This is an optimization exercise on Yosys and OpenROAD, whose aim is small area, not a production implementation.
In this exercise RTL edits were held to simulation tests only and were not proved equivalent to the original.

### flow/run.sh
#!/bin/bash
# Standard ORFS flow (the standard.sh) with two layout options:
#  - port buffers of the smallest buffer cell
#  - CTS without dummy loads
set -euo pipefail
bash standard.sh \
  "BUFFER_PORTS_ARGS=-buffer_cell sky130_fd_sc_hd__buf_1" \
  "CTS_ARGS=-sink_clustering_enable -repair_clock_nets -sink_clustering_size 16 -sink_clustering_max_diameter 60 -buf_list {sky130_fd_sc_hd__clkbuf_4 sky130_fd_sc_hd__clkbuf_8} -dont_use_dummy_load" \
  finish > standard.log 2>&1
### standard.sh
#!/bin/bash
# synth_recipe.tcl (not shown) runs the flow's synth.tcl, then flattens the netlist and writes it again
# the make line also repeats each setting of config.mk as NAME=value (left out here)
make -C /OpenROAD-flow-scripts/flow DESIGN_CONFIG=/design/flow/config.mk WORK_HOME=/design/flow/orfs CLKGATE_MAP_FILE= SYNTH_SCRIPT=/design/flow/synth_recipe.tcl "${@:-finish}"
### config.mk
export PLATFORM = sky130hd
export DESIGN_NAME = neural_network
export DESIGN_NICKNAME = neural_network
export VERILOG_FILES = /design/flow/design.v
export SDC_FILE = /design/flow/constraint.sdc
export NUM_CORES = 4
export LEC_CHECK = 0
export CAP_MARGIN = 20
export CORE_MARGIN = 2
export CORE_UTILIZATION = 40
export CTS_BUF_LIST = sky130_fd_sc_hd__clkbuf_8
export CTS_CLUSTER_DIAMETER = 60
export CTS_CLUSTER_SIZE = 16
export SLEW_MARGIN = 20
export SYNTH_HIERARCHICAL = 1
### constraint.sdc
create_clock -name core_clock -period 10.0 [get_ports {clk}]
set_input_delay 2.0000 -clock core_clock [delete_from_list [all_inputs] [get_ports {clk}]]
set_output_delay 2.0000 -clock core_clock [all_outputs]
set_load 0.01 [all_outputs]
### design.v
package nn_pkg;
    localparam int N_NEURONS = 4;
    localparam int N_INPUTS  = 4;
    localparam int DW        = 8;
    localparam int P_PER_NEURON = N_INPUTS + 2;
    localparam int P_BYTES      = N_NEURONS * P_PER_NEURON;
    typedef enum logic [1:0] {
        LOAD_X  = 2'd0,
        LOAD_P  = 2'd1,
        COMPUTE = 2'd2,
        DONE    = 2'd3
    } state_t;
endpackage
module nn_fa (
    input  logic a,
    input  logic b,
    input  logic c,
    output logic s,
    output logic co
);
    assign s  = a ^ b ^ c;
    assign co = (a & b) | (c & (a ^ b));
endmodule
module nn_mo3 (
    input  logic a,
    input  logic b,
    input  logic c,
    output logic m,
    output logic o
);
    assign m = (a & b) | (a & c) | (b & c);
    assign o = a | b | c;
endmodule
module nn_ha (
    input  logic a,
    input  logic b,
    output logic s,
    output logic co
);
    assign s  = a ^ b;
    assign co = a & b;
endmodule
module nn_neuron (
    input  logic [31:0] xn_flat,
    input  logic [31:0] wn_flat,
    input  logic [7:0]  b,
    input  logic [7:0]  thn,
    output logic        fire
);
    logic [31:0] x_flat, w_flat;
    assign x_flat = ~xn_flat;
    assign w_flat = ~wn_flat;
    logic [3:0] hi;
    generate
        for (genvar gi = 0; gi < 4; gi++) begin : g_hi
            logic [7:1] wsuf;
            assign wsuf[7] = w_flat[gi*8+7];
            for (genvar k = 6; k >= 1; k--) begin : g_suf
                assign wsuf[k] = wsuf[k+1] | w_flat[gi*8+k];
            end
            assign hi[gi] = (x_flat[gi*8+1] & wsuf[7]) | (x_flat[gi*8+2] & wsuf[6])
                          | (x_flat[gi*8+3] & wsuf[5]) | (x_flat[gi*8+4] & wsuf[4])
                          | (x_flat[gi*8+5] & wsuf[3]) | (x_flat[gi*8+6] & wsuf[2])
                          | (x_flat[gi*8+7] & wsuf[1]);
        end
    endgenerate
    logic pp1, pp2, pp3, pp4, pp5, pp6, pp7, pp8, pp9, pp10, pp11, pp12;
    logic pp13, pp14, pp15, pp16, pp17, pp18, pp19, pp20, pp21, q22, adj23, q24;
    logic pp25, pp26, pp27, pp28, pp29, pp30, pp31, pp32, pp33, pp34, pp35, pp36;
    logic pp37, pp38, pp39, pp40, pp41, pp42, pp43, pp44, pp45, q46, adj47, q48;
    logic pp49, pp50, pp51, pp52, pp53, pp54, pp55, pp56, pp57, pp58, pp59, pp60;
    logic pp61, pp62, pp63, pp64, pp65, pp66, pp67, pp68, pp69, q70, adj71, q72;
    logic pp73, pp74, pp75, pp76, pp77, pp78, pp79, pp80, pp81, pp82, pp83, pp84;
    logic pp85, pp86, pp87, pp88, pp89, pp90, pp91, pp92, pp93, q94, adj95, q96;
    logic c98, s97, c100, s99, c102, c104, s103, c106, s105, c108, s107, c110;
    logic s109, c112, s111, c114, c116, s115, c118, s117, c120, s119, c122, s121;
    logic c124, s123, c126, s125, c128, s127, c130, s129, c132, s131, c134, c136;
    logic s135, c138, s137, c140, s139, c142, s141, c144, s143, c146, s145, c148;
    logic s147, c150, s149, c152, s151, c154, s153, c156, s155, c158, s157, c160;
    logic s159, c162, c164, s163, c166, s165, c168, s167, c170, s169, c172, s171;
    logic c174, s173, c176, s175, c178, s177, c180, s179, c182, s181, c184, s183;
    logic c186, s185, c188, s187, c190, s189, c192, s191, c194, s193, c196, s195;
    logic c198, c200, s199, c202, s201, c204, s203, c206, s205, c208, s207, c210;
    logic s209, c212, s211, c214, s213, c216, s215, c218, s217, c220, s219, c222;
    logic s221, c224, s223, c226, s225, c228, s227, c230, s229, c232, s231, c234;
    logic s233, c236, s235, c238, s237, c240, s239, c242, c244, s243, c246, s245;
    logic c248, s247, c250, s249, c252, s251, c254, s253, c256, s255, c258, s257;
    logic c260, s259, c262, s261, c264, s263, c266, s265, c268, s267, c270, o271;
    logic m272, o273, m274, o275, m276, o277, m278, o279, m280, o281, m282, o283;
    logic m284, o285, m286, o287, m288, o289, m290;
    assign pp1 = ~(xn_flat[0] | wn_flat[0]);
    assign pp2 = ~(xn_flat[1] | wn_flat[0]);
    assign pp3 = ~(xn_flat[2] | wn_flat[0]);
    assign pp4 = ~(xn_flat[3] | wn_flat[0]);
    assign pp5 = ~(xn_flat[4] | wn_flat[0]);
    assign pp6 = ~(xn_flat[5] | wn_flat[0]);
    assign pp7 = ~(xn_flat[0] | wn_flat[1]);
    assign pp8 = ~(xn_flat[1] | wn_flat[1]);
    assign pp9 = ~(xn_flat[2] | wn_flat[1]);
    assign pp10 = ~(xn_flat[3] | wn_flat[1]);
    assign pp11 = ~(xn_flat[4] | wn_flat[1]);
    assign pp12 = ~(xn_flat[0] | wn_flat[2]);
    assign pp13 = ~(xn_flat[1] | wn_flat[2]);
    assign pp14 = ~(xn_flat[2] | wn_flat[2]);
    assign pp15 = ~(xn_flat[3] | wn_flat[2]);
    assign pp16 = ~(xn_flat[0] | wn_flat[3]);
    assign pp17 = ~(xn_flat[1] | wn_flat[3]);
    assign pp18 = ~(xn_flat[2] | wn_flat[3]);
    assign pp19 = ~(xn_flat[0] | wn_flat[4]);
    assign pp20 = ~(xn_flat[1] | wn_flat[4]);
    assign pp21 = ~(xn_flat[0] | wn_flat[5]);
    assign q22 = ~(xn_flat[6] | wn_flat[0]) | ~(xn_flat[5] | wn_flat[1]) | ~(xn_flat[4] | wn_flat[2]) | ~(xn_flat[3] | wn_flat[3]) | ~(xn_flat[2] | wn_flat[4]) | ~(xn_flat[1] | wn_flat[5]) | ~(xn_flat[0] | wn_flat[6]);
    assign adj23 = ~(xn_flat[6] | wn_flat[0] | xn_flat[5] | wn_flat[1]) | ~(xn_flat[5] | wn_flat[1] | xn_flat[4] | wn_flat[2]) | ~(xn_flat[4] | wn_flat[2] | xn_flat[3] | wn_flat[3]) | ~(xn_flat[3] | wn_flat[3] | xn_flat[2] | wn_flat[4]) | ~(xn_flat[2] | wn_flat[4] | xn_flat[1] | wn_flat[5]) | ~(xn_flat[1] | wn_flat[5] | xn_flat[0] | wn_flat[6]);
    assign q24 = ~(xn_flat[7] | wn_flat[0]) | ~(xn_flat[6] | wn_flat[1]) | ~(xn_flat[5] | wn_flat[2]) | ~(xn_flat[4] | wn_flat[3]) | ~(xn_flat[3] | wn_flat[4]) | ~(xn_flat[2] | wn_flat[5]) | ~(xn_flat[1] | wn_flat[6]) | ~(xn_flat[0] | wn_flat[7]);
    assign pp25 = ~(xn_flat[8] | wn_flat[8]);
    assign pp26 = ~(xn_flat[9] | wn_flat[8]);
    assign pp27 = ~(xn_flat[10] | wn_flat[8]);
    assign pp28 = ~(xn_flat[11] | wn_flat[8]);
    assign pp29 = ~(xn_flat[12] | wn_flat[8]);
    assign pp30 = ~(xn_flat[13] | wn_flat[8]);
    assign pp31 = ~(xn_flat[8] | wn_flat[9]);
    assign pp32 = ~(xn_flat[9] | wn_flat[9]);
    assign pp33 = ~(xn_flat[10] | wn_flat[9]);
    assign pp34 = ~(xn_flat[11] | wn_flat[9]);
    assign pp35 = ~(xn_flat[12] | wn_flat[9]);
    assign pp36 = ~(xn_flat[8] | wn_flat[10]);
    assign pp37 = ~(xn_flat[9] | wn_flat[10]);
    assign pp38 = ~(xn_flat[10] | wn_flat[10]);
    assign pp39 = ~(xn_flat[11] | wn_flat[10]);
    assign pp40 = ~(xn_flat[8] | wn_flat[11]);
    assign pp41 = ~(xn_flat[9] | wn_flat[11]);
    assign pp42 = ~(xn_flat[10] | wn_flat[11]);
    assign pp43 = ~(xn_flat[8] | wn_flat[12]);
    assign pp44 = ~(xn_flat[9] | wn_flat[12]);
    assign pp45 = ~(xn_flat[8] | wn_flat[13]);
    assign q46 = ~(xn_flat[14] | wn_flat[8]) | ~(xn_flat[13] | wn_flat[9]) | ~(xn_flat[12] | wn_flat[10]) | ~(xn_flat[11] | wn_flat[11]) | ~(xn_flat[10] | wn_flat[12]) | ~(xn_flat[9] | wn_flat[13]) | ~(xn_flat[8] | wn_flat[14]);
    assign adj47 = ~(xn_flat[14] | wn_flat[8] | xn_flat[13] | wn_flat[9]) | ~(xn_flat[13] | wn_flat[9] | xn_flat[12] | wn_flat[10]) | ~(xn_flat[12] | wn_flat[10] | xn_flat[11] | wn_flat[11]) | ~(xn_flat[11] | wn_flat[11] | xn_flat[10] | wn_flat[12]) | ~(xn_flat[10] | wn_flat[12] | xn_flat[9] | wn_flat[13]) | ~(xn_flat[9] | wn_flat[13] | xn_flat[8] | wn_flat[14]);
    assign q48 = ~(xn_flat[15] | wn_flat[8]) | ~(xn_flat[14] | wn_flat[9]) | ~(xn_flat[13] | wn_flat[10]) | ~(xn_flat[12] | wn_flat[11]) | ~(xn_flat[11] | wn_flat[12]) | ~(xn_flat[10] | wn_flat[13]) | ~(xn_flat[9] | wn_flat[14]) | ~(xn_flat[8] | wn_flat[15]);
    assign pp49 = ~(xn_flat[16] | wn_flat[16]);
    assign pp50 = ~(xn_flat[17] | wn_flat[16]);
    assign pp51 = ~(xn_flat[18] | wn_flat[16]);
    assign pp52 = ~(xn_flat[19] | wn_flat[16]);
    assign pp53 = ~(xn_flat[20] | wn_flat[16]);
    assign pp54 = ~(xn_flat[21] | wn_flat[16]);
    assign pp55 = ~(xn_flat[16] | wn_flat[17]);
    assign pp56 = ~(xn_flat[17] | wn_flat[17]);
    assign pp57 = ~(xn_flat[18] | wn_flat[17]);
    assign pp58 = ~(xn_flat[19] | wn_flat[17]);
    assign pp59 = ~(xn_flat[20] | wn_flat[17]);
    assign pp60 = ~(xn_flat[16] | wn_flat[18]);
    assign pp61 = ~(xn_flat[17] | wn_flat[18]);
    assign pp62 = ~(xn_flat[18] | wn_flat[18]);
    assign pp63 = ~(xn_flat[19] | wn_flat[18]);
    assign pp64 = ~(xn_flat[16] | wn_flat[19]);
    assign pp65 = ~(xn_flat[17] | wn_flat[19]);
    assign pp66 = ~(xn_flat[18] | wn_flat[19]);
    assign pp67 = ~(xn_flat[16] | wn_flat[20]);
    assign pp68 = ~(xn_flat[17] | wn_flat[20]);
    assign pp69 = ~(xn_flat[16] | wn_flat[21]);
    assign q70 = ~(xn_flat[22] | wn_flat[16]) | ~(xn_flat[21] | wn_flat[17]) | ~(xn_flat[20] | wn_flat[18]) | ~(xn_flat[19] | wn_flat[19]) | ~(xn_flat[18] | wn_flat[20]) | ~(xn_flat[17] | wn_flat[21]) | ~(xn_flat[16] | wn_flat[22]);
    assign adj71 = ~(xn_flat[22] | wn_flat[16] | xn_flat[21] | wn_flat[17]) | ~(xn_flat[21] | wn_flat[17] | xn_flat[20] | wn_flat[18]) | ~(xn_flat[20] | wn_flat[18] | xn_flat[19] | wn_flat[19]) | ~(xn_flat[19] | wn_flat[19] | xn_flat[18] | wn_flat[20]) | ~(xn_flat[18] | wn_flat[20] | xn_flat[17] | wn_flat[21]) | ~(xn_flat[17] | wn_flat[21] | xn_flat[16] | wn_flat[22]);
    assign q72 = ~(xn_flat[23] | wn_flat[16]) | ~(xn_flat[22] | wn_flat[17]) | ~(xn_flat[21] | wn_flat[18]) | ~(xn_flat[20] | wn_flat[19]) | ~(xn_flat[19] | wn_flat[20]) | ~(xn_flat[18] | wn_flat[21]) | ~(xn_flat[17] | wn_flat[22]) | ~(xn_flat[16] | wn_flat[23]);
    assign pp73 = ~(xn_flat[24] | wn_flat[24]);
    assign pp74 = ~(xn_flat[25] | wn_flat[24]);
    assign pp75 = ~(xn_flat[26] | wn_flat[24]);
    assign pp76 = ~(xn_flat[27] | wn_flat[24]);
    assign pp77 = ~(xn_flat[28] | wn_flat[24]);
    assign pp78 = ~(xn_flat[29] | wn_flat[24]);
    assign pp79 = ~(xn_flat[24] | wn_flat[25]);
    assign pp80 = ~(xn_flat[25] | wn_flat[25]);
    assign pp81 = ~(xn_flat[26] | wn_flat[25]);
    assign pp82 = ~(xn_flat[27] | wn_flat[25]);
    assign pp83 = ~(xn_flat[28] | wn_flat[25]);
    assign pp84 = ~(xn_flat[24] | wn_flat[26]);
    assign pp85 = ~(xn_flat[25] | wn_flat[26]);
    assign pp86 = ~(xn_flat[26] | wn_flat[26]);
    assign pp87 = ~(xn_flat[27] | wn_flat[26]);
    assign pp88 = ~(xn_flat[24] | wn_flat[27]);
    assign pp89 = ~(xn_flat[25] | wn_flat[27]);
    assign pp90 = ~(xn_flat[26] | wn_flat[27]);
    assign pp91 = ~(xn_flat[24] | wn_flat[28]);
    assign pp92 = ~(xn_flat[25] | wn_flat[28]);
    assign pp93 = ~(xn_flat[24] | wn_flat[29]);
    assign q94 = ~(xn_flat[30] | wn_flat[24]) | ~(xn_flat[29] | wn_flat[25]) | ~(xn_flat[28] | wn_flat[26]) | ~(xn_flat[27] | wn_flat[27]) | ~(xn_flat[26] | wn_flat[28]) | ~(xn_flat[25] | wn_flat[29]) | ~(xn_flat[24] | wn_flat[30]);
    assign adj95 = ~(xn_flat[30] | wn_flat[24] | xn_flat[29] | wn_flat[25]) | ~(xn_flat[29] | wn_flat[25] | xn_flat[28] | wn_flat[26]) | ~(xn_flat[28] | wn_flat[26] | xn_flat[27] | wn_flat[27]) | ~(xn_flat[27] | wn_flat[27] | xn_flat[26] | wn_flat[28]) | ~(xn_flat[26] | wn_flat[28] | xn_flat[25] | wn_flat[29]) | ~(xn_flat[25] | wn_flat[29] | xn_flat[24] | wn_flat[30]);
    assign q96 = ~(xn_flat[31] | wn_flat[24]) | ~(xn_flat[30] | wn_flat[25]) | ~(xn_flat[29] | wn_flat[26]) | ~(xn_flat[28] | wn_flat[27]) | ~(xn_flat[27] | wn_flat[28]) | ~(xn_flat[26] | wn_flat[29]) | ~(xn_flat[25] | wn_flat[30]) | ~(xn_flat[24] | wn_flat[31]);
    nn_fa u_s97 (.a(pp1), .b(pp25), .c(pp49), .s(s97), .co(c98));
    nn_fa u_s99 (.a(pp73), .b(b[0]), .c(thn[0]), .s(s99), .co(c100));
    assign c102 = s97 & s99;
    nn_fa u_s103 (.a(pp2), .b(pp7), .c(pp26), .s(s103), .co(c104));
    nn_fa u_s105 (.a(pp31), .b(pp50), .c(pp55), .s(s105), .co(c106));
    nn_fa u_s107 (.a(pp74), .b(pp79), .c(b[1]), .s(s107), .co(c108));
    nn_fa u_s109 (.a(thn[1]), .b(c98), .c(c100), .s(s109), .co(c110));
    nn_fa u_s111 (.a(s103), .b(s105), .c(s107), .s(s111), .co(c112));
    assign c114 = (c102 & s109) | (c102 & s111) | (s109 & s111);
    nn_fa u_s115 (.a(pp3), .b(pp8), .c(pp12), .s(s115), .co(c116));
    nn_fa u_s117 (.a(pp27), .b(pp32), .c(pp36), .s(s117), .co(c118));
    nn_fa u_s119 (.a(pp51), .b(pp56), .c(pp60), .s(s119), .co(c120));
    nn_fa u_s121 (.a(pp75), .b(pp80), .c(pp84), .s(s121), .co(c122));
    nn_fa u_s123 (.a(b[2]), .b(thn[2]), .c(c104), .s(s123), .co(c124));
    nn_fa u_s125 (.a(c106), .b(c108), .c(s115), .s(s125), .co(c126));
    nn_fa u_s127 (.a(s117), .b(s119), .c(s121), .s(s127), .co(c128));
    nn_fa u_s129 (.a(c110), .b(c112), .c(s123), .s(s129), .co(c130));
    nn_fa u_s131 (.a(s125), .b(s127), .c(c114), .s(s131), .co(c132));
    assign c134 = s129 & s131;
    nn_fa u_s135 (.a(pp4), .b(pp9), .c(pp13), .s(s135), .co(c136));
    nn_fa u_s137 (.a(pp16), .b(pp28), .c(pp33), .s(s137), .co(c138));
    nn_fa u_s139 (.a(pp37), .b(pp40), .c(pp52), .s(s139), .co(c140));
    nn_fa u_s141 (.a(pp57), .b(pp61), .c(pp64), .s(s141), .co(c142));
    nn_fa u_s143 (.a(pp76), .b(pp81), .c(pp85), .s(s143), .co(c144));
    nn_fa u_s145 (.a(pp88), .b(b[3]), .c(thn[3]), .s(s145), .co(c146));
    nn_fa u_s147 (.a(c116), .b(c118), .c(c120), .s(s147), .co(c148));
    nn_fa u_s149 (.a(c122), .b(s135), .c(s137), .s(s149), .co(c150));
    nn_fa u_s151 (.a(s139), .b(s141), .c(s143), .s(s151), .co(c152));
    nn_fa u_s153 (.a(s145), .b(c124), .c(c126), .s(s153), .co(c154));
    nn_fa u_s155 (.a(c128), .b(s147), .c(s149), .s(s155), .co(c156));
    nn_fa u_s157 (.a(s151), .b(c130), .c(s153), .s(s157), .co(c158));
    nn_fa u_s159 (.a(s155), .b(c132), .c(s157), .s(s159), .co(c160));
    assign c162 = c134 & s159;
    nn_fa u_s163 (.a(pp5), .b(pp10), .c(pp14), .s(s163), .co(c164));
    nn_fa u_s165 (.a(pp17), .b(pp19), .c(pp29), .s(s165), .co(c166));
    nn_fa u_s167 (.a(pp34), .b(pp38), .c(pp41), .s(s167), .co(c168));
    nn_fa u_s169 (.a(pp43), .b(pp53), .c(pp58), .s(s169), .co(c170));
    nn_fa u_s171 (.a(pp62), .b(pp65), .c(pp67), .s(s171), .co(c172));
    nn_fa u_s173 (.a(pp77), .b(pp82), .c(pp86), .s(s173), .co(c174));
    nn_fa u_s175 (.a(pp89), .b(pp91), .c(b[4]), .s(s175), .co(c176));
    nn_fa u_s177 (.a(thn[4]), .b(c136), .c(c138), .s(s177), .co(c178));
    nn_fa u_s179 (.a(c140), .b(c142), .c(c144), .s(s179), .co(c180));
    nn_fa u_s181 (.a(c146), .b(s163), .c(s165), .s(s181), .co(c182));
    nn_fa u_s183 (.a(s167), .b(s169), .c(s171), .s(s183), .co(c184));
    nn_fa u_s185 (.a(s173), .b(s175), .c(c148), .s(s185), .co(c186));
    nn_fa u_s187 (.a(c150), .b(c152), .c(s177), .s(s187), .co(c188));
    nn_fa u_s189 (.a(s179), .b(s181), .c(s183), .s(s189), .co(c190));
    nn_fa u_s191 (.a(c154), .b(c156), .c(s185), .s(s191), .co(c192));
    nn_fa u_s193 (.a(s187), .b(s189), .c(c158), .s(s193), .co(c194));
    nn_fa u_s195 (.a(s191), .b(c160), .c(s193), .s(s195), .co(c196));
    assign c198 = c162 & s195;
    nn_fa u_s199 (.a(pp6), .b(pp11), .c(pp15), .s(s199), .co(c200));
    nn_fa u_s201 (.a(pp18), .b(pp20), .c(pp21), .s(s201), .co(c202));
    nn_fa u_s203 (.a(pp30), .b(pp35), .c(pp39), .s(s203), .co(c204));
    nn_fa u_s205 (.a(pp42), .b(pp44), .c(pp45), .s(s205), .co(c206));
    nn_fa u_s207 (.a(pp54), .b(pp59), .c(pp63), .s(s207), .co(c208));
    nn_fa u_s209 (.a(pp66), .b(pp68), .c(pp69), .s(s209), .co(c210));
    nn_fa u_s211 (.a(pp78), .b(pp83), .c(pp87), .s(s211), .co(c212));
    nn_fa u_s213 (.a(pp90), .b(pp92), .c(pp93), .s(s213), .co(c214));
    nn_fa u_s215 (.a(b[5]), .b(thn[5]), .c(c164), .s(s215), .co(c216));
    nn_fa u_s217 (.a(c166), .b(c168), .c(c170), .s(s217), .co(c218));
    nn_fa u_s219 (.a(c172), .b(c174), .c(c176), .s(s219), .co(c220));
    nn_fa u_s221 (.a(s199), .b(s201), .c(s203), .s(s221), .co(c222));
    nn_fa u_s223 (.a(s205), .b(s207), .c(s209), .s(s223), .co(c224));
    nn_fa u_s225 (.a(s211), .b(s213), .c(c178), .s(s225), .co(c226));
    nn_fa u_s227 (.a(c180), .b(c182), .c(c184), .s(s227), .co(c228));
    nn_fa u_s229 (.a(s215), .b(s217), .c(s219), .s(s229), .co(c230));
    nn_fa u_s231 (.a(s221), .b(s223), .c(c186), .s(s231), .co(c232));
    nn_fa u_s233 (.a(c188), .b(c190), .c(s225), .s(s233), .co(c234));
    nn_fa u_s235 (.a(s227), .b(s229), .c(c192), .s(s235), .co(c236));
    nn_fa u_s237 (.a(s231), .b(s233), .c(c194), .s(s237), .co(c238));
    nn_fa u_s239 (.a(s235), .b(c196), .c(s237), .s(s239), .co(c240));
    assign c242 = c198 & s239;
    nn_fa u_s243 (.a(q22), .b(q46), .c(q70), .s(s243), .co(c244));
    nn_fa u_s245 (.a(q94), .b(b[6]), .c(thn[6]), .s(s245), .co(c246));
    nn_fa u_s247 (.a(c200), .b(c202), .c(c204), .s(s247), .co(c248));
    nn_fa u_s249 (.a(c206), .b(c208), .c(c210), .s(s249), .co(c250));
    nn_fa u_s251 (.a(c212), .b(c214), .c(s243), .s(s251), .co(c252));
    nn_fa u_s253 (.a(s245), .b(c216), .c(c218), .s(s253), .co(c254));
    nn_fa u_s255 (.a(c220), .b(c222), .c(c224), .s(s255), .co(c256));
    nn_fa u_s257 (.a(s247), .b(s249), .c(s251), .s(s257), .co(c258));
    nn_fa u_s259 (.a(c226), .b(c228), .c(c230), .s(s259), .co(c260));
    nn_fa u_s261 (.a(s253), .b(s255), .c(s257), .s(s261), .co(c262));
    nn_fa u_s263 (.a(c232), .b(c234), .c(s259), .s(s263), .co(c264));
    nn_fa u_s265 (.a(s261), .b(c236), .c(s263), .s(s265), .co(c266));
    nn_fa u_s267 (.a(c238), .b(s265), .c(c240), .s(s267), .co(c268));
    assign c270 = c242 & s267;
    nn_mo3 u_m272 (.a(q24), .b(q48), .c(q72), .m(m272), .o(o271));
    nn_mo3 u_m274 (.a(q96), .b(b[7]), .c(thn[7]), .m(m274), .o(o273));
    nn_mo3 u_m276 (.a(c244), .b(c246), .c(o271), .m(m276), .o(o275));
    nn_mo3 u_m278 (.a(o273), .b(c248), .c(c250), .m(m278), .o(o277));
    nn_mo3 u_m280 (.a(c252), .b(o275), .c(c254), .m(m280), .o(o279));
    nn_mo3 u_m282 (.a(c256), .b(c258), .c(o277), .m(m282), .o(o281));
    nn_mo3 u_m284 (.a(c260), .b(c262), .c(o279), .m(m284), .o(o283));
    nn_mo3 u_m286 (.a(o281), .b(c264), .c(o283), .m(m286), .o(o285));
    nn_mo3 u_m288 (.a(c266), .b(o285), .c(c268), .m(m288), .o(o287));
    assign m290 = c270 & o287;
    assign o289 = c270 | o287;
    assign fire = (|hi) | m272 | m274 | m276 | m278 | m280 | m282 | m284 | m286 | m288 | m290 | adj23 | adj47 | adj71 | adj95;
endmodule
module nn_half (
    input  logic [15:0] xn_flat,
    input  logic [15:0] wn_flat,
    input  logic [7:0]  e1,
    input  logic [7:0]  e2,
    output logic [7:0]  s,
    output logic        ge
);
    logic [15:0] x_flat, w_flat;
    assign x_flat = ~xn_flat;
    assign w_flat = ~wn_flat;
    logic [1:0] hi;
    generate
        for (genvar gi = 0; gi < 2; gi++) begin : g_hi
            logic [7:1] wsuf;
            assign wsuf[7] = w_flat[gi*8+7];
            for (genvar k = 6; k >= 1; k--) begin : g_suf
                assign wsuf[k] = wsuf[k+1] | w_flat[gi*8+k];
            end
            assign hi[gi] = (x_flat[gi*8+1] & wsuf[7]) | (x_flat[gi*8+2] & wsuf[6])
                          | (x_flat[gi*8+3] & wsuf[5]) | (x_flat[gi*8+4] & wsuf[4])
                          | (x_flat[gi*8+5] & wsuf[3]) | (x_flat[gi*8+6] & wsuf[2])
                          | (x_flat[gi*8+7] & wsuf[1]);
        end
    endgenerate
    logic pp1, pp2, pp3, pp4, pp5, pp6, pp7, pp8, pp9, pp10, pp11, pp12;
    logic pp13, pp14, pp15, pp16, pp17, pp18, pp19, pp20, pp21, q22, adj23, q24;
    logic pp25, pp26, pp27, pp28, pp29, pp30, pp31, pp32, pp33, pp34, pp35, pp36;
    logic pp37, pp38, pp39, pp40, pp41, pp42, pp43, pp44, pp45, q46, adj47, q48;
    logic c50, s49, c52, s51, c54, s53, c56, s55, c58, s57, c60, s59;
    logic c62, s61, c64, s63, c66, s65, c68, s67, c70, s69, c72, s71;
    logic c74, s73, c76, s75, c78, s77, c80, s79, c82, s81, c84, s83;
    logic c86, s85, c88, s87, c90, s89, c92, s91, c94, s93, c96, s95;
    logic c98, s97, c100, s99, c102, s101, c104, s103, c106, s105, c108, s107;
    logic c110, s109, c112, s111, c114, s113, c116, s115, c118, s117, c120, s119;
    logic c122, s121, c124, s123, c126, s125, c128, s127, c130, s129, c132, s131;
    logic c134, s133, c136, s135, c138, s137, c140, s139, c142, s141, c144, s143;
    logic c146, s145, c148, s147, c150, s149, c152, s151, c154, s153, c156, s155;
    logic c158, s157, c160, s159;
    assign pp1 = ~(xn_flat[0] | wn_flat[0]);
    assign pp2 = ~(xn_flat[1] | wn_flat[0]);
    assign pp3 = ~(xn_flat[2] | wn_flat[0]);
    assign pp4 = ~(xn_flat[3] | wn_flat[0]);
    assign pp5 = ~(xn_flat[4] | wn_flat[0]);
    assign pp6 = ~(xn_flat[5] | wn_flat[0]);
    assign pp7 = ~(xn_flat[0] | wn_flat[1]);
    assign pp8 = ~(xn_flat[1] | wn_flat[1]);
    assign pp9 = ~(xn_flat[2] | wn_flat[1]);
    assign pp10 = ~(xn_flat[3] | wn_flat[1]);
    assign pp11 = ~(xn_flat[4] | wn_flat[1]);
    assign pp12 = ~(xn_flat[0] | wn_flat[2]);
    assign pp13 = ~(xn_flat[1] | wn_flat[2]);
    assign pp14 = ~(xn_flat[2] | wn_flat[2]);
    assign pp15 = ~(xn_flat[3] | wn_flat[2]);
    assign pp16 = ~(xn_flat[0] | wn_flat[3]);
    assign pp17 = ~(xn_flat[1] | wn_flat[3]);
    assign pp18 = ~(xn_flat[2] | wn_flat[3]);
    assign pp19 = ~(xn_flat[0] | wn_flat[4]);
    assign pp20 = ~(xn_flat[1] | wn_flat[4]);
    assign pp21 = ~(xn_flat[0] | wn_flat[5]);
    assign q22 = ~(xn_flat[6] | wn_flat[0]) | ~(xn_flat[5] | wn_flat[1]) | ~(xn_flat[4] | wn_flat[2]) | ~(xn_flat[3] | wn_flat[3]) | ~(xn_flat[2] | wn_flat[4]) | ~(xn_flat[1] | wn_flat[5]) | ~(xn_flat[0] | wn_flat[6]);
    assign adj23 = ~(xn_flat[6] | wn_flat[0] | xn_flat[5] | wn_flat[1]) | ~(xn_flat[5] | wn_flat[1] | xn_flat[4] | wn_flat[2]) | ~(xn_flat[4] | wn_flat[2] | xn_flat[3] | wn_flat[3]) | ~(xn_flat[3] | wn_flat[3] | xn_flat[2] | wn_flat[4]) | ~(xn_flat[2] | wn_flat[4] | xn_flat[1] | wn_flat[5]) | ~(xn_flat[1] | wn_flat[5] | xn_flat[0] | wn_flat[6]);
    assign q24 = ~(xn_flat[7] | wn_flat[0]) | ~(xn_flat[6] | wn_flat[1]) | ~(xn_flat[5] | wn_flat[2]) | ~(xn_flat[4] | wn_flat[3]) | ~(xn_flat[3] | wn_flat[4]) | ~(xn_flat[2] | wn_flat[5]) | ~(xn_flat[1] | wn_flat[6]) | ~(xn_flat[0] | wn_flat[7]);
    assign pp25 = ~(xn_flat[8] | wn_flat[8]);
    assign pp26 = ~(xn_flat[9] | wn_flat[8]);
    assign pp27 = ~(xn_flat[10] | wn_flat[8]);
    assign pp28 = ~(xn_flat[11] | wn_flat[8]);
    assign pp29 = ~(xn_flat[12] | wn_flat[8]);
    assign pp30 = ~(xn_flat[13] | wn_flat[8]);
    assign pp31 = ~(xn_flat[8] | wn_flat[9]);
    assign pp32 = ~(xn_flat[9] | wn_flat[9]);
    assign pp33 = ~(xn_flat[10] | wn_flat[9]);
    assign pp34 = ~(xn_flat[11] | wn_flat[9]);
    assign pp35 = ~(xn_flat[12] | wn_flat[9]);
    assign pp36 = ~(xn_flat[8] | wn_flat[10]);
    assign pp37 = ~(xn_flat[9] | wn_flat[10]);
    assign pp38 = ~(xn_flat[10] | wn_flat[10]);
    assign pp39 = ~(xn_flat[11] | wn_flat[10]);
    assign pp40 = ~(xn_flat[8] | wn_flat[11]);
    assign pp41 = ~(xn_flat[9] | wn_flat[11]);
    assign pp42 = ~(xn_flat[10] | wn_flat[11]);
    assign pp43 = ~(xn_flat[8] | wn_flat[12]);
    assign pp44 = ~(xn_flat[9] | wn_flat[12]);
    assign pp45 = ~(xn_flat[8] | wn_flat[13]);
    assign q46 = ~(xn_flat[14] | wn_flat[8]) | ~(xn_flat[13] | wn_flat[9]) | ~(xn_flat[12] | wn_flat[10]) | ~(xn_flat[11] | wn_flat[11]) | ~(xn_flat[10] | wn_flat[12]) | ~(xn_flat[9] | wn_flat[13]) | ~(xn_flat[8] | wn_flat[14]);
    assign adj47 = ~(xn_flat[14] | wn_flat[8] | xn_flat[13] | wn_flat[9]) | ~(xn_flat[13] | wn_flat[9] | xn_flat[12] | wn_flat[10]) | ~(xn_flat[12] | wn_flat[10] | xn_flat[11] | wn_flat[11]) | ~(xn_flat[11] | wn_flat[11] | xn_flat[10] | wn_flat[12]) | ~(xn_flat[10] | wn_flat[12] | xn_flat[9] | wn_flat[13]) | ~(xn_flat[9] | wn_flat[13] | xn_flat[8] | wn_flat[14]);
    assign q48 = ~(xn_flat[15] | wn_flat[8]) | ~(xn_flat[14] | wn_flat[9]) | ~(xn_flat[13] | wn_flat[10]) | ~(xn_flat[12] | wn_flat[11]) | ~(xn_flat[11] | wn_flat[12]) | ~(xn_flat[10] | wn_flat[13]) | ~(xn_flat[9] | wn_flat[14]) | ~(xn_flat[8] | wn_flat[15]);
    nn_fa u_s49 (.a(pp1), .b(pp25), .c(e1[0]), .s(s49), .co(c50));
    nn_ha u_s51 (.a(e2[0]), .b(s49), .s(s51), .co(c52));
    nn_fa u_s53 (.a(pp2), .b(pp7), .c(pp26), .s(s53), .co(c54));
    nn_fa u_s55 (.a(pp31), .b(e1[1]), .c(e2[1]), .s(s55), .co(c56));
    nn_fa u_s57 (.a(c50), .b(s53), .c(s55), .s(s57), .co(c58));
    nn_ha u_s59 (.a(c52), .b(s57), .s(s59), .co(c60));
    nn_fa u_s61 (.a(pp3), .b(pp8), .c(pp12), .s(s61), .co(c62));
    nn_fa u_s63 (.a(pp27), .b(pp32), .c(pp36), .s(s63), .co(c64));
    nn_fa u_s65 (.a(e1[2]), .b(e2[2]), .c(c54), .s(s65), .co(c66));
    nn_fa u_s67 (.a(c56), .b(s61), .c(s63), .s(s67), .co(c68));
    nn_fa u_s69 (.a(c58), .b(s65), .c(s67), .s(s69), .co(c70));
    nn_ha u_s71 (.a(c60), .b(s69), .s(s71), .co(c72));
    nn_fa u_s73 (.a(pp4), .b(pp9), .c(pp13), .s(s73), .co(c74));
    nn_fa u_s75 (.a(pp16), .b(pp28), .c(pp33), .s(s75), .co(c76));
    nn_fa u_s77 (.a(pp37), .b(pp40), .c(e1[3]), .s(s77), .co(c78));
    nn_fa u_s79 (.a(e2[3]), .b(c62), .c(c64), .s(s79), .co(c80));
    nn_fa u_s81 (.a(s73), .b(s75), .c(s77), .s(s81), .co(c82));
    nn_fa u_s83 (.a(c66), .b(c68), .c(s79), .s(s83), .co(c84));
    nn_fa u_s85 (.a(s81), .b(c70), .c(s83), .s(s85), .co(c86));
    nn_ha u_s87 (.a(c72), .b(s85), .s(s87), .co(c88));
    nn_fa u_s89 (.a(pp5), .b(pp10), .c(pp14), .s(s89), .co(c90));
    nn_fa u_s91 (.a(pp17), .b(pp19), .c(pp29), .s(s91), .co(c92));
    nn_fa u_s93 (.a(pp34), .b(pp38), .c(pp41), .s(s93), .co(c94));
    nn_fa u_s95 (.a(pp43), .b(e1[4]), .c(e2[4]), .s(s95), .co(c96));
    nn_fa u_s97 (.a(c74), .b(c76), .c(c78), .s(s97), .co(c98));
    nn_fa u_s99 (.a(s89), .b(s91), .c(s93), .s(s99), .co(c100));
    nn_fa u_s101 (.a(s95), .b(c80), .c(c82), .s(s101), .co(c102));
    nn_fa u_s103 (.a(s97), .b(s99), .c(c84), .s(s103), .co(c104));
    nn_fa u_s105 (.a(s101), .b(c86), .c(s103), .s(s105), .co(c106));
    nn_ha u_s107 (.a(c88), .b(s105), .s(s107), .co(c108));
    nn_fa u_s109 (.a(pp6), .b(pp11), .c(pp15), .s(s109), .co(c110));
    nn_fa u_s111 (.a(pp18), .b(pp20), .c(pp21), .s(s111), .co(c112));
    nn_fa u_s113 (.a(pp30), .b(pp35), .c(pp39), .s(s113), .co(c114));
    nn_fa u_s115 (.a(pp42), .b(pp44), .c(pp45), .s(s115), .co(c116));
    nn_fa u_s117 (.a(e1[5]), .b(e2[5]), .c(c90), .s(s117), .co(c118));
    nn_fa u_s119 (.a(c92), .b(c94), .c(c96), .s(s119), .co(c120));
    nn_fa u_s121 (.a(s109), .b(s111), .c(s113), .s(s121), .co(c122));
    nn_fa u_s123 (.a(s115), .b(c98), .c(c100), .s(s123), .co(c124));
    nn_fa u_s125 (.a(s117), .b(s119), .c(s121), .s(s125), .co(c126));
    nn_fa u_s127 (.a(c102), .b(s123), .c(s125), .s(s127), .co(c128));
    nn_fa u_s129 (.a(c104), .b(s127), .c(c106), .s(s129), .co(c130));
    nn_ha u_s131 (.a(c108), .b(s129), .s(s131), .co(c132));
    nn_fa u_s133 (.a(q22), .b(q46), .c(e1[6]), .s(s133), .co(c134));
    nn_fa u_s135 (.a(e2[6]), .b(c110), .c(c112), .s(s135), .co(c136));
    nn_fa u_s137 (.a(c114), .b(c116), .c(s133), .s(s137), .co(c138));
    nn_fa u_s139 (.a(c118), .b(c120), .c(c122), .s(s139), .co(c140));
    nn_fa u_s141 (.a(s135), .b(s137), .c(c124), .s(s141), .co(c142));
    nn_fa u_s143 (.a(c126), .b(s139), .c(c128), .s(s143), .co(c144));
    nn_fa u_s145 (.a(s141), .b(s143), .c(c130), .s(s145), .co(c146));
    nn_ha u_s147 (.a(c132), .b(s145), .s(s147), .co(c148));
    nn_fa u_s149 (.a(q24), .b(q48), .c(e1[7]), .s(s149), .co(c150));
    nn_fa u_s151 (.a(e2[7]), .b(c134), .c(s149), .s(s151), .co(c152));
    nn_fa u_s153 (.a(c136), .b(c138), .c(s151), .s(s153), .co(c154));
    nn_fa u_s155 (.a(c140), .b(s153), .c(c142), .s(s155), .co(c156));
    nn_fa u_s157 (.a(c144), .b(s155), .c(c146), .s(s157), .co(c158));
    nn_ha u_s159 (.a(c148), .b(s157), .s(s159), .co(c160));
    assign s  = {s159, s147, s131, s107, s87, s71, s59, s51};
    assign ge = (|hi) | c150 | c152 | c154 | c156 | c158 | c160 | adj23 | adj47;
endmodule
module neural_network (
    input  logic        clk,
    input  logic        reset,
    input  logic        changes,
    input  logic [7:0]  data_in,
    output logic [7:0]  network_outputs
);
    nn_pkg::state_t state_reg;
    logic           changes_q_reg;
    logic [31:0]    xn_sr_reg;      
    logic [191:0]   p_sr_reg;
    logic [2:0]     x_cnt_reg;
    logic [4:0]     p_cnt_reg;
    logic           f3_q_reg;
    logic           f1_q_reg;
    logic [8:0]     h_q_reg;
    logic [3:0]     out_reg;
    logic chg_rise, in_p, in_c, shift_x, shift_p;
    assign chg_rise = changes & ~changes_q_reg;
    assign in_p     = (state_reg == nn_pkg::LOAD_P);
    assign in_c     = (state_reg == nn_pkg::COMPUTE);
    assign shift_x  = (state_reg == nn_pkg::LOAD_X) & ~changes;
    assign shift_p  = in_p & ~changes;
    function automatic logic gt_const(input logic [4:0] c, input int k);
        gt_const = 1'b0;
        for (int b = 0; b < 5; b++)
            gt_const = ((k >> b) & 1) ? (c[b] & gt_const) : (c[b] | gt_const);
    endfunction
    logic [23:0] p_ok;
    logic [3:0]  x_ok;
    generate
        for (genvar k = 0; k < 24; k++) begin : g_pok
            assign p_ok[k] = gt_const(p_cnt_reg, k);
        end
        for (genvar k = 0; k < 4; k++) begin : g_xok
            assign x_ok[k] = gt_const({2'b00, x_cnt_reg}, k);
        end
    endgenerate
    function automatic logic [7:0] lane(input int k);
        lane = p_sr_reg[k*8 +: 8];
    endfunction
    logic sa, sb, sc;
    assign sa = in_p & ~changes;
    assign sb = in_p &  changes;
    assign sc = in_c;
    logic [31:0] f_wn;
    logic [7:0]  f_b, f_th;
    logic        f_fire;
    generate
        for (genvar i = 0; i < 4; i++) begin : g_fw
            logic ma, mb, mc;
            assign ma = sa & x_ok[i] & p_ok[17+i];
            assign mb = sb & x_ok[i] & p_ok[6+i];
            assign mc = sc & x_ok[i] & p_ok[12+i];
            assign f_wn[i*8 +: 8] = ~((lane(17+i) & {8{ma}}) | (lane(6+i) & {8{mb}})
                                    | (lane(12+i) & {8{mc}}));
        end
    endgenerate
    assign f_b  = (lane(21) & {8{sa & p_ok[21]}}) | (lane(10) & {8{sb & p_ok[10]}})
                | (lane(16) & {8{sc & p_ok[16]}});
    assign f_th = (lane(22) & {8{sa & p_ok[22]}}) | (lane(11) & {8{sb & p_ok[11]}})
                | (lane(17) & {8{sc & p_ok[17]}});
    nn_neuron u_f (
        .xn_flat (xn_sr_reg),
        .wn_flat (f_wn),
        .b       (f_b),
        .thn     (~f_th),
        .fire   (f_fire)
    );
    logic [15:0] h_xn, h_wn;
    logic [7:0]  h_e1, h_e2, h_s;
    logic        h_ge;
    generate
        for (genvar i = 0; i < 2; i++) begin : g_hw
            logic m0, m1;
            assign m0 = ~in_c & x_ok[i]   & p_ok[i];
            assign m1 =  in_c & x_ok[i+2] & p_ok[i+2];
            assign h_wn[i*8 +: 8] = ~((lane(i) & {8{m0}}) | (lane(i+2) & {8{m1}}));
            assign h_xn[i*8 +: 8] = in_c ? xn_sr_reg[(i+2)*8 +: 8] : xn_sr_reg[i*8 +: 8];
        end
    endgenerate
    assign h_e1 = in_c ? h_q_reg[7:0] : (lane(4) & {8{p_ok[4]}});
    assign h_e2 = in_c ? 8'h00 : ~(lane(5) & {8{p_ok[5]}});
    nn_half u_h (
        .xn_flat (h_xn),
        .wn_flat (h_wn),
        .e1     (h_e1),
        .e2     (h_e2),
        .s      (h_s),
        .ge     (h_ge)
    );
    assign network_outputs = {4'b0000, out_reg};
    always_ff @(posedge clk) begin
        if (shift_x)
            xn_sr_reg <= {xn_sr_reg[23:0], ~data_in};
        if (shift_p) begin
            p_sr_reg <= {p_sr_reg[183:0], data_in};
            f3_q_reg <= f_fire;
        end
        f1_q_reg <= f_fire;
        h_q_reg  <= {h_ge, h_s};
    end
    always_ff @(posedge clk or posedge reset) begin
        if (reset) begin
            state_reg     <= nn_pkg::LOAD_X;
            changes_q_reg <= 1'b0;
            x_cnt_reg     <= '0;
            p_cnt_reg     <= '0;
            out_reg       <= '0;
        end else begin
            changes_q_reg <= changes;
            if (shift_x && x_cnt_reg != 3'd4)
                x_cnt_reg <= x_cnt_reg + 3'd1;
            if (shift_p && p_cnt_reg != 5'd24)
                p_cnt_reg <= p_cnt_reg + 5'd1;
            case (state_reg)
                nn_pkg::LOAD_X:  if (chg_rise) state_reg <= nn_pkg::LOAD_P;
                nn_pkg::LOAD_P:  if (chg_rise) state_reg <= nn_pkg::COMPUTE;
                nn_pkg::COMPUTE: begin
                    out_reg   <= {f3_q_reg, f_fire, f1_q_reg, h_q_reg[8] | h_ge};
                    state_reg <= nn_pkg::DONE;
                end
                default:         if (chg_rise) state_reg <= nn_pkg::LOAD_X;
            endcase
        end
    end
endmodule
==> results of run 1 <==
[cells in the mapped netlist (4+ instances only)]
cell type	count	area share (%)
sky130_fd_sc_hd__buf_2	16	0.60
sky130_fd_sc_hd__a31oi_1	7	0.33
sky130_fd_sc_hd__a211oi_2	5	0.47
sky130_fd_sc_hd__clkbuf_1	30	0.84
sky130_fd_sc_hd__buf_4	13	0.73
sky130_fd_sc_hd__mux2_2	22	1.9
sky130_fd_sc_hd__inv_1	25	0.70
sky130_fd_sc_hd__o21ai_0	7	0.26
sky130_fd_sc_hd__a22o_1	8	0.52
sky130_fd_sc_hd__edfxtp_1	217	49
sky130_fd_sc_hd__dfxtp_1	10	1.5
sky130_fd_sc_hd__nand4_1	10	0.47
sky130_fd_sc_hd__nor3b_1	8	0.45
sky130_fd_sc_hd__a21oi_1	28	1.0
sky130_fd_sc_hd__nor3_1	5	0.19
sky130_fd_sc_hd__a221o_1	8	0.60
sky130_fd_sc_hd__a22oi_1	22	1.2
sky130_fd_sc_hd__or4_1	9	0.51
sky130_fd_sc_hd__nor2_1	164	4.6
sky130_fd_sc_hd__or3_1	13	0.61
sky130_fd_sc_hd__fa_1	128	19
sky130_fd_sc_hd__dfrtp_1	15	2.8
sky130_fd_sc_hd__o22ai_1	48	2.2
sky130_fd_sc_hd__nor2b_1	5	0.23
sky130_fd_sc_hd__nor4_1	4	0.19
sky130_fd_sc_hd__a222oi_1	40	3.0
sky130_fd_sc_hd__maj3_1	9	0.67
sky130_fd_sc_hd__ha_1	19	1.8
sky130_fd_sc_hd__xnor2_1	4	0.26
sky130_fd_sc_hd__nand2_1	15	0.42
[kinds of logic after synthesis]
logic type,share of synthesized area [%]
and+or+nand+nor,9.182
DFF,53.11
other,0.02808
adders and majority gates,21.64
xor gates and xnor gates,0.2623
AOI/OAI and AO/OA,10.94
muxes,1.930
buffers and inverters,2.905
[per-layer routing]
| metal | global-route usage [%] | up-vias |
|---|---|---|
| met2 | 31.86 | 455 |
| met3 | 2.896 | 82 |
| met5 | 0 | - |
| met1 | 29.41 | 4300 |
| met4 | 7.204 | 0 |
| li1 | - | 3636 |
[cell usage in the layout (no fill, tap or decap), drive strengths merged, types with 7 or more instances in the layout]
master and instances:
nand4 10, o22ai 48, nand2 15, o21ai 7
clkbuf 23, nor2 166, edfxtp 217, a22oi 22
or3 13, a31oi 7, mux2 22, a211oi 7
or4 10, inv 25, maj3 9, dfrtp 15
a21oi 30, a22o 8, a221o 8, buf 51
nor3 7, dfxtp 10, a222oi 40, nor3b 9
ha 19, fa 128
[per-module statistics from Yosys (local to each module, per instance)]
module          copies in the design  cell area, µm²  flops+latches  cells
neural_network                     1            8870            242    465
nn_fa                            128           20.02              0      1
nn_ha                              8           12.51              0      1
nn_half                            1           599.3              0    119
nn_mo3                             9           16.27              0      2
nn_neuron                          1            1076              0    220
[cell type report]
cell class / instances / area [µm²] / area share (%)
Sequential cell: 242 / 7092 / 49.62
Multi-Input combinational cell: 634 / 5907 / 41.33
Tap cell: 442 / 553.0 / 3.869
Timing Repair Buffer: 51 / 330.3 / 2.311
Clock buffer: 23 / 316.6 / 2.215
Inverter: 25 / 93.84 / 0.6566
[final timing paths]
check / cells past startpoint / endpoint
worst max register to register: 22 / out_reg[0]
worst min register to register: 0 / p_sr_reg[30]
min in group asynchronous: 2 / p_cnt_reg[2]
worst min-delay path: 0 / p_sr_reg[30]
worst max-delay path: 20 / out_reg[2]
max in group asynchronous: 2 / p_cnt_reg[0]
[through the flow]
step           setup WS [ps]  utilization [%]
6_report                1022            43.71
2_1_floorplan           1690                -
3_3_place_gp           638.8            42.73
5_1_grt                660.9            43.71
3_5_place_dp           557.2            42.73
4_1_cts                 1083            43.69
==> impl_results.rst, run 1 <==
.. list-table::
   :header-rows: 1

   * - Metric
     - Value
   * - Top layer in use
     - met4
   * - Status
     - finished clean
   * - Number of antenna violations at the first check in global routing
     - 0
   * - Fill cell count
     - 3,025
   * - Clock latency at the later pin of the worst-skew pair
     - 570 ps
   * - Root buf cell
     - sky130_fd_sc_hd__clkbuf_8
   * - H-tree level count
     - 1
   * - Antenna-violating nets left
     - 0
   * - Synth Area per Inst
     - 13.94 µm²
   * - Overflow left after global routing
     - 0
   * - Count of vias placed by the detailed router
     - 8,473
   * - Synthesis-stage register bit count
     - 242
   * - Total number of yosys warnings
     - 7
   * - Drt first-iter violations
     - 1,082
   * - Vias in the first global route
     - 8,580
   * - Crit-path max FO
     - 8
   * - I/O pin count
     - 19
   * - Ratio of final minimum period to clock period
     - 89.78%
   * - Most Frequent Cell on Critical Path
     - sky130_fd_sc_hd__fa_1
   * - Flip-flop count of the largest register, all copies and words added
     - 184
   * - Placed cell areas
     - 13,970 µm²
   * - Biggest cell delay along the critical path
     - 690 ps
   * - Post-Synthesis Cells
     - 958
   * - Data required time of the critical path
     - 10,390 ps
   * - Non-filler instance count after layout
     - 1,417
   * - Number of enable-type register cells in the synthesized netlist
     - 217
   * - Maximum number of pins on one net before global-route repair
     - 80
   * - Beginning of the worst register-to-register path
     - p_cnt_reg[2]
   * - Fraction of layout instances using a drive strength above 1
     - 11.08%
   * - RD Place Congestion
     - 0.9360
   * - Top achievable clock speed
     - 0.1114 GHz
   * - Routed length on met3
     - 2569 µm
   * - Cts bufs inserted
     - 23
   * - Deepest clock path buffer count
     - 3
   * - Core Box Area
     - 32,700 µm²
   * - Startpoint class of the critical path
     - primary input
   * - Die span in y
     - 186.7 µm
   * - DIE WIDTH
     - 186.7 µm
   * - Data arrival time of the critical path
     - 9370 ps
   * - Total track usage
     - 20.43%
   * - Type of the setup path with the least slack
     - in2reg
   * - Quantity of gates resized following cts
     - 0
   * - First-pass iteration count of the detailed router
     - 7
   * - Async set or reset register ratio after synthesis
     - 6.198%
   * - Clock tree from TritonCTS
     - yes
   * - Final setup vio count
     - 0
   * - Reg-to-reg slack, setup
     - 1850 ps
   * - Layout Area Growth over Synthesis
     - 7.027%
   * - Routed wire length on met2
     - 16,150 µm
   * - Average vias per placed instance
     - 5.980
   * - Clock transition at the registers of the reported paths
     - 90 ps
   * - Slowest stage cell, crit path
     - sky130_fd_sc_hd__or4b_2
   * - CTS Hold Bufs
     - 0
   * - Hold slack
     - 434.5 ps
   * - Yosys cell types
     - 61
   * - Final hold violation count
     - 0
   * - Final setup skew
     - 88.64 ps
   * - Total Nets Final
     - 1,135
   * - Count of buffers from port buffering
     - 14
   * - Number of max-capacitance violations reported
     - 0
   * - Number of placement rows
     - 66
   * - Post-route setup TNS
     - 0 ps
   * - Area of the die
     - 34,860 µm²
   * - Max_slew headroom
     - 28.35%
   * - Path category of the worst min-delay check
     - reg2reg
   * - Chain of cells forming the critical path
     - buf_1 -> nand3b_2 -> a211oi_2 -> a222oi_1 -> buf_4 -> nor2_1 -> or4b_2 -> fa_1 -> fa_1 -> fa_1 -> fa_1 -> fa_1 -> fa_1 -> maj3_1 -> or4_1 -> nor4_1 -> nand3_1 -> nor3_1 -> nand4_1 -> mux2_2
   * - Number of cells after detailed placement
     - 1,394
   * - Routed len/inst
     - 25.10 µm
   * - Number of antenna diodes
     - 0
   * - Setup crit end kind
     - flip-flop
   * - Predominant post-synthesis flop cell
     - sky130_fd_sc_hd__edfxtp_1
   * - Initial core utilization
     - 40.84%
   * - Family with the most delay on the worst path
     - adder cells
   * - Start point of the critical path
     - changes
   * - Slew at the pin closest to its max-slew limit
     - 1075 ps
   * - Netlist area before placement
     - 13,350 µm²
   * - HPWL Detailed
     - 27,420 µm
   * - Worst Hold Launch
     - p_sr_reg[22]
   * - Number of slew-limit violations in the final report
     - 0
   * - Metal-1 WL
     - 15,530 µm
   * - Final Cell Area
     - 14,290 µm²
   * - Combined buffer and inverter count along the critical path
     - 2
   * - Sequential area share after synthesis
     - 53.11%
   * - Global-route wire length before repair
     - 53,800 µm
   * - RSZ-0062 raised after global routing
     - no
   * - Count of clock tree sinks
     - 242
   * - Number of buffers inserted by post-CTS setup repair
     - 0
   * - Detailed-route DRC error count
     - 0
   * - Detailed-route wire length
     - 35,570 µm
   * - Min Clock Period, post-route
     - 8978 ps
==> run 2: changes to the inputs <==
==> flow/run.sh (replaced) <==
#!/bin/bash
# Standard ORFS flow (the standard.sh) with two layout options:
#  - port buffers of the smallest buffer cell
#  - CTS without dummy loads
set -euo pipefail
bash standard.sh \
  "BUFFER_PORTS_ARGS=-buffer_cell sky130_fd_sc_hd__buf_1" \
  "CTS_ARGS=-sink_clustering_enable -repair_clock_nets -sink_clustering_size 16 -sink_clustering_max_diameter 60 -buf_list sky130_fd_sc_hd__clkbuf_8 -dont_use_dummy_load" \
  finish > standard.log 2>&1
==> run 2 against run 1 <==
  * Still clean on timing, DRC and antenna
  * Non-clock buffer count is the same
  * Cell count stayed put
  * Count of clock-buffer cells in the layout unchanged
  * Fmax is the same
  * Wire length unchanged
==> impl_results.rst, run 2 <==
.. list-table::
   :header-rows: 1

   * - Metric
     - Value
   * - Status
     - finished clean
   * - HPWL Detailed
     - 27,420 µm
   * - CTS Hold Bufs
     - 0
   * - Detailed-route wire length
     - 35,570 µm
   * - Synth top area cells
     - sky130_fd_sc_hd__edfxtp_1 49%, sky130_fd_sc_hd__fa_1 19%, sky130_fd_sc_hd__nor2_1 4.6%
   * - Number of cells after detailed placement
     - 1,394
   * - Depth of the worst register-to-register path
     - 22
   * - Layout Area Growth over Synthesis
     - 7.027%
   * - Sequential area share after synthesis
     - 53.11%
   * - Number of antenna violations at the first check in global routing
     - 0
   * - Fraction of layout instances using a drive strength above 1
     - 11.08%
   * - Number of enable-type register cells in the synthesized netlist
     - 217
   * - Placed cell areas
     - 13,970 µm²
   * - Data required time of the critical path
     - 10,390 ps
   * - Final Cell Area
     - 14,290 µm²
   * - Share of synthesized area spent on multiplexers
     - 1.930%
   * - Number of max-capacitance violations reported
     - 0
   * - I/O pin count
     - 19
   * - Final setup skew
     - 88.64 ps
   * - Count of clock tree sinks
     - 242
   * - Vias in the first global route
     - 8,580
   * - DIE WIDTH
     - 186.7 µm
   * - Compound-cell area share of the yosys netlist
     - 10.94%
   * - Most common cell in the netlist
     - sky130_fd_sc_hd__edfxtp_1
   * - Die span in y
     - 186.7 µm
   * - Yosys top cell by area
     - sky130_fd_sc_hd__edfxtp_1
   * - Number of buffers inserted by post-CTS setup repair
     - 0
   * - Setup crit end kind
     - flip-flop
   * - Predominant post-synthesis flop cell
     - sky130_fd_sc_hd__edfxtp_1
   * - Antenna-violating nets left
     - 0
   * - Leading cell types in the layout, fill and taps excluded
     - 217 x sky130_fd_sc_hd__edfxtp_1, 164 x sky130_fd_sc_hd__nor2_1, 128 x sky130_fd_sc_hd__fa_1
   * - Min Clock Period, post-route
     - 8978 ps
   * - Cts bufs inserted
     - 23
   * - Number of slew-limit violations in the final report
     - 0
   * - Synth Area per Inst
     - 13.94 µm²
   * - Crit-path max FO
     - 8
   * - Post-synthesis share of cell area spent on and, or, nand and nor gates
     - 9.182%
   * - RD Place Congestion
     - 0.9360
   * - Count of buffers from port buffering
     - 14
   * - Post-Synthesis Cells
     - 958
   * - Detailed-route DRC error count
     - 0
   * - Yosys cell types
     - 61
   * - Area share of xor/xnor cells in the synthesized design
     - 0.2623%
   * - Clock transition at the registers of the reported paths
     - 90 ps
   * - Slew at the pin closest to its max-slew limit
     - 1075 ps
   * - Data arrival time of the critical path
     - 9370 ps
   * - Share of the synthesized area in the top cell type
     - 48.80%
   * - First-pass iteration count of the detailed router
     - 7
   * - Type of the setup path with the least slack
     - in2reg
   * - Root buf cell
     - sky130_fd_sc_hd__clkbuf_8
   * - Area of the die
     - 34,860 µm²
   * - Synthesis-stage register bit count
     - 242
   * - Routed len/inst
     - 25.10 µm
   * - Ratio of final minimum period to clock period
     - 89.78%
   * - Number of antenna diodes
     - 0
   * - Synth top cells by count
     - 217 x sky130_fd_sc_hd__edfxtp_1, 164 x sky130_fd_sc_hd__nor2_1, 128 x sky130_fd_sc_hd__fa_1
   * - Total number of yosys warnings
     - 7
   * - Number of placement rows
     - 66
   * - Combinational family with the most area after synthesis
     - adder cells
   * - H-tree level count
     - 1
   * - Adder-cell area share of the yosys netlist
     - 21.64%
   * - Maximum number of pins on one net before global-route repair
     - 80
   * - Average vias per placed instance
     - 5.980
   * - Final setup vio count
     - 0
   * - Clock tree from TritonCTS
     - yes
   * - Overflow left after global routing
     - 0
   * - Deepest clock path buffer count
     - 3
   * - Quantity of gates resized following cts
     - 0
   * - Total track usage
     - 20.43%
   * - Core Box Area
     - 32,700 µm²
   * - RSZ-0062 raised after global routing
     - no
   * - Drt first-iter violations
     - 1,082
   * - Netlist area before placement
     - 13,350 µm²
   * - Async set or reset register ratio after synthesis
     - 6.198%
   * - Total Nets Final
     - 1,135
   * - Global-route wire length before repair
     - 53,800 µm
   * - Most frequent standard cell in the layout excluding fill and tap cells
     - sky130_fd_sc_hd__edfxtp_1
   * - Max_slew headroom
     - 28.35%
   * - Path category of the worst min-delay check
     - reg2reg
   * - Initial core utilization
     - 40.84%
   * - Final hold violation count
     - 0
   * - Startpoint class of the critical path
     - primary input
   * - Non-filler instance count after layout
     - 1,417
   * - Number of instances on the worst hold path
     - 0
   * - Flip-flop count of the largest register, all copies and words added
     - 184
   * - Top achievable clock speed
     - 0.1114 GHz
   * - Clock latency at the later pin of the worst-skew pair
     - 570 ps
   * - Count of vias placed by the detailed router
     - 8,473
   * - Post-route setup TNS
     - 0 ps
## run 2: cell counts after synthesis
No cell type changed its count.
## run 2: per-module statistics from Yosys (local to each module, per instance)
module,copies in the design,flip-flops and latches
nn_fa,128,0
nn_ha,8,0
nn_mo3,9,0
neural_network,1,242
nn_half,1,0
nn_neuron,1,0
## run 2: final timing paths
path                         startpoint           end  slack, ps
hold reg to reg            p_sr_reg[22]  p_sr_reg[30]        430
max in group asynchronous         reset  p_cnt_reg[0]       8110
hold / removal             p_sr_reg[22]  p_sr_reg[30]        430
min in group asynchronous         reset  p_cnt_reg[2]       1440
setup reg to reg           p_cnt_reg[2]    out_reg[0]       1850
setup / recovery                changes    out_reg[2]       1020
## run 2: cell type report
class	count	area (µm²)
inverters	25	93.84
clock buffers	23	316.6
multi-input cells	634	5907
repair buffers	51	330.3
well taps	442	553.0
fillers	3025	18410
flip-flops and latches	242	7092
## run 2: routing by layer
metal  up-vias  GRT usage (%)  wire length (µm)
li1       3636              -                 -
met1      4300          29.41             15530
met2       455          31.86             16150
met3        82          2.896              2569
met4         0          7.204              1327
met5         -              0                 0
## run 2: through the flow
step | worst slack [ps] | hold slack (ps) | utilization (%)
after global routing | 660.9 | 450.5 | 43.71
final | 1022 | 434.5 | 43.71
after detailed placement | 557.2 | 428.4 | 42.73
after CTS | 1083 | 435.7 | 43.69
after floorplan | 1690 | 417.6 | -
after global placement | 638.8 | 424.1 | 42.73
## run 2: logic make-up (layout without fill, tap and decap cells)
group / count (synthesis) / in the layout
adders and majority gates: 156 / 156
other: 1 / 4
muxes: 23 / 23
AOI/OAI and AO/OA: 190 / 190
buffers and inverters: 85 / 99
and+or+nand+nor: 257 / 257
xor gates and xnor gates: 4 / 4
DFF: 242 / 242
## run 2: critical path, stage by stage
cell and delay, ps:
sky130_fd_sc_hd__buf_1 340, sky130_fd_sc_hd__nand3b_2 330, sky130_fd_sc_hd__a211oi_2 130, sky130_fd_sc_hd__a222oi_1 550, sky130_fd_sc_hd__buf_4 250, sky130_fd_sc_hd__nor2_1 60, sky130_fd_sc_hd__or4b_2 690, sky130_fd_sc_hd__fa_1 550
sky130_fd_sc_hd__fa_1 440, sky130_fd_sc_hd__fa_1 520, sky130_fd_sc_hd__fa_1 460, sky130_fd_sc_hd__fa_1 520, sky130_fd_sc_hd__fa_1 420, sky130_fd_sc_hd__maj3_1 360, sky130_fd_sc_hd__or4_1 440, sky130_fd_sc_hd__nor4_1 210
sky130_fd_sc_hd__nand3_1 120, sky130_fd_sc_hd__nor3_1 260, sky130_fd_sc_hd__nand4_1 320, sky130_fd_sc_hd__mux2_2 380
==> run 3: changes to the inputs <==
==> flow/run.sh (replaced) <==
#!/bin/bash
# Standard ORFS flow (the standard.sh) with two layout options:
#  - port buffers of the smallest buffer cell
#  - CTS without dummy loads
set -euo pipefail
bash standard.sh \
  "BUFFER_PORTS_ARGS=-buffer_cell sky130_fd_sc_hd__buf_1" \
  "CTS_ARGS=-sink_clustering_enable -repair_clock_nets -sink_clustering_size 10 -sink_clustering_max_diameter 40 -buf_list sky130_fd_sc_hd__clkbuf_4 -dont_use_dummy_load" \
  finish > standard.log 2>&1
==> run 3 against run 2 <==
  * Sequential share of layout area up 0.12 points
  * Clock skew up 8.4 ps
  * Worst setup slack better by 90 ps
  * Cell count up 1.1%
  * Still clean on timing, DRC and antenna
==> impl_results.rst, run 3 <==
.. list-table::
   :header-rows: 1

   * - Metric
     - Value
   * - Status
     - finished clean
   * - Min Clock Period, post-route
     - 8888 ps
   * - Flip-flop count of the largest register, all copies and words added
     - 184
   * - Fraction of layout instances using a drive strength above 1
     - 12.34%
   * - Detailed-route DRC error count
     - 0
   * - Leading cell types in the layout, fill and taps excluded
     - 217 x sky130_fd_sc_hd__edfxtp_1, 164 x sky130_fd_sc_hd__nor2_1, 128 x sky130_fd_sc_hd__fa_1
   * - CTS Hold Bufs
     - 0
   * - Number of cells after detailed placement
     - 1,394
   * - Setup crit end kind
     - flip-flop
   * - Share of the synthesized area in the top cell type
     - 48.80%
   * - Total number of yosys warnings
     - 7
   * - Clock transition at the registers of the reported paths
     - 110 ps
   * - Number of max-capacitance violations reported
     - 0
   * - Maximum number of pins on one net before global-route repair
     - 80
   * - Count of vias placed by the detailed router
     - 8,551
   * - Reg-to-reg slack, setup
     - 1910 ps
   * - Startpoint class of the critical path
     - primary input
   * - Clock tree from TritonCTS
     - yes
   * - Synthesis-stage register bit count
     - 242
   * - Top achievable clock speed
     - 0.1125 GHz
   * - Global-route wire length before repair
     - 54,130 µm
   * - Multi-input combinational cell area
     - 5907 µm²
   * - Data required time of the critical path
     - 10,480 ps
## run 3: cell types whose count changed in the layout (fill, tap and decap cells not counted)
cell,change
sky130_fd_sc_hd__clkbuf_8,-23
sky130_fd_sc_hd__clkbuf_4,+37
sky130_fd_sc_hd__diode_2,+2
## run 3: Yosys stat by module (local to each module, per instance)
module          cells inside  flip-flops and latches  copies in the design
neural_network           465                     242                     1
nn_neuron                220                       0                     1
nn_half                  119                       0                     1
nn_fa                      1                       0                   128
nn_mo3                     2                       0                     9
nn_ha                      1                       0                     8
## run 3: layer usage
| metal | wire, µm | up-vias | global-route usage (%) |
|---|---|---|---|
| li1 | - | 3684 | - |
| met1 | 15440 | 4338 | 29.31 |
| met2 | 16220 | 429 | 31.77 |
| met3 | 2641 | 100 | 3.649 |
| met4 | 1407 | 0 | 8.028 |
| met5 | 0 | - | 0 |
## run 3: final cells by class
class | instances | share of cell area [%]
Timing Repair Buffer | 51 | 2.317
Inverter | 25 | 0.6581
Clock buffer | 37 | 1.948
Tap cell | 442 | 3.879
Sequential cell | 242 | 49.74
Antenna cell | 2 | 0.03510
Multi-Input combinational cell | 634 | 41.43
## run 3: worst max-delay path: stages
cell	delay [ps]
sky130_fd_sc_hd__buf_1	340
sky130_fd_sc_hd__nand3b_2	320
sky130_fd_sc_hd__a211oi_2	130
sky130_fd_sc_hd__a222oi_1	550
sky130_fd_sc_hd__buf_4	250
sky130_fd_sc_hd__nor2_1	60
sky130_fd_sc_hd__or4b_2	690
sky130_fd_sc_hd__fa_1	550
sky130_fd_sc_hd__fa_1	440
sky130_fd_sc_hd__fa_1	520
sky130_fd_sc_hd__fa_1	460
sky130_fd_sc_hd__fa_1	520
sky130_fd_sc_hd__fa_1	420
sky130_fd_sc_hd__maj3_1	360
sky130_fd_sc_hd__or4_1	440
sky130_fd_sc_hd__nor4_1	200
sky130_fd_sc_hd__nand3_1	120
sky130_fd_sc_hd__nor3_1	270
sky130_fd_sc_hd__nand4_1	330
sky130_fd_sc_hd__mux2_2	380
## run 3: logic make-up after synthesis
family                     count (synthesis)  synth area share [%]
and+or+nand+nor                          257                 9.182
other                                      1               0.02808
xor gates and xnor gates                   4                0.2623
DFF                                      242                 53.11
buffers and inverters                     85                 2.905
adders and majority gates                156                 21.64
AOI/OAI and AO/OA                        190                 10.94
muxes                                     23                 1.930
## run 3: through the flow
| step | cell area, µm² | utilization [%] | setup WS (ps) | hold WS (ps) |
|---|---|---|---|---|
| after floorplan | 13370 | - | 1690 | 417.6 |
| after global placement | 13970 | 42.73 | 638.8 | 424.1 |
| after detailed placement | 13970 | 42.73 | 557.2 | 428.4 |
| after CTS | 14250 | 43.58 | 1207 | 411.0 |
| after global routing | 14260 | 43.60 | 773.3 | 426.3 |
| final | 14260 | 43.60 | 1112 | 419.4 |
## run 3: worst min-delay path by stage
stage / start / to / slack, ps / cells after the start
final: p_sr_reg[163] / p_sr_reg[171] / 420 / 0
after CTS: p_sr_reg[156] / p_sr_reg[164] / 410 / 0
after detailed placement: p_sr_reg[86] / p_sr_reg[94] / 430 / 0
after global placement: p_sr_reg[86] / p_sr_reg[94] / 420 / 0
after floorplan: p_sr_reg[80] / p_sr_reg[88] / 420 / 0
after global routing: p_sr_reg[156] / p_sr_reg[164] / 430 / 0

-- port drivers added, routing unchanged --
The results above use ideal ports. As a check the final layouts listed here were re-extracted and re-timed, cells and wires unchanged. Step 1: set_driving_cell puts a clkbuf_16 on clk and a buf_2 on each other input, an assumption about the parent block. Step 2, shift: input delay + t, output delay - t, t = (earliest + latest rising clock arrival at the registers) / 2. This alone moves slack from input paths to output paths. Three values: ideal ports, drivers, drivers and shift; two values: the first two.
| run | shift t [ns] | slack for setup (ns) | worst setup path after step 2 | worst register clock-pin slew, ns | worst data-port slew with drivers (ns) |
|---|---|---|---|---|---|
| run 1 | 0.573 | 1.022 / 1.041 / 0.469 | input to register | 0.10 / 0.10 | 0.04 |
| run 2 | 0.573 | 1.022 / 1.041 / 0.469 | input to register | 0.10 / 0.10 | 0.04 |
| run 3 | 0.655 | 1.112 / 1.133 / 0.477 | input to register | 0.11 / 0.11 | 0.04 |
After both steps setup and hold are still met in every run listed. For run 3, which loses most, drivers alone change the setup slack by +0.021 ns; drivers and shift together by -0.635 ns.
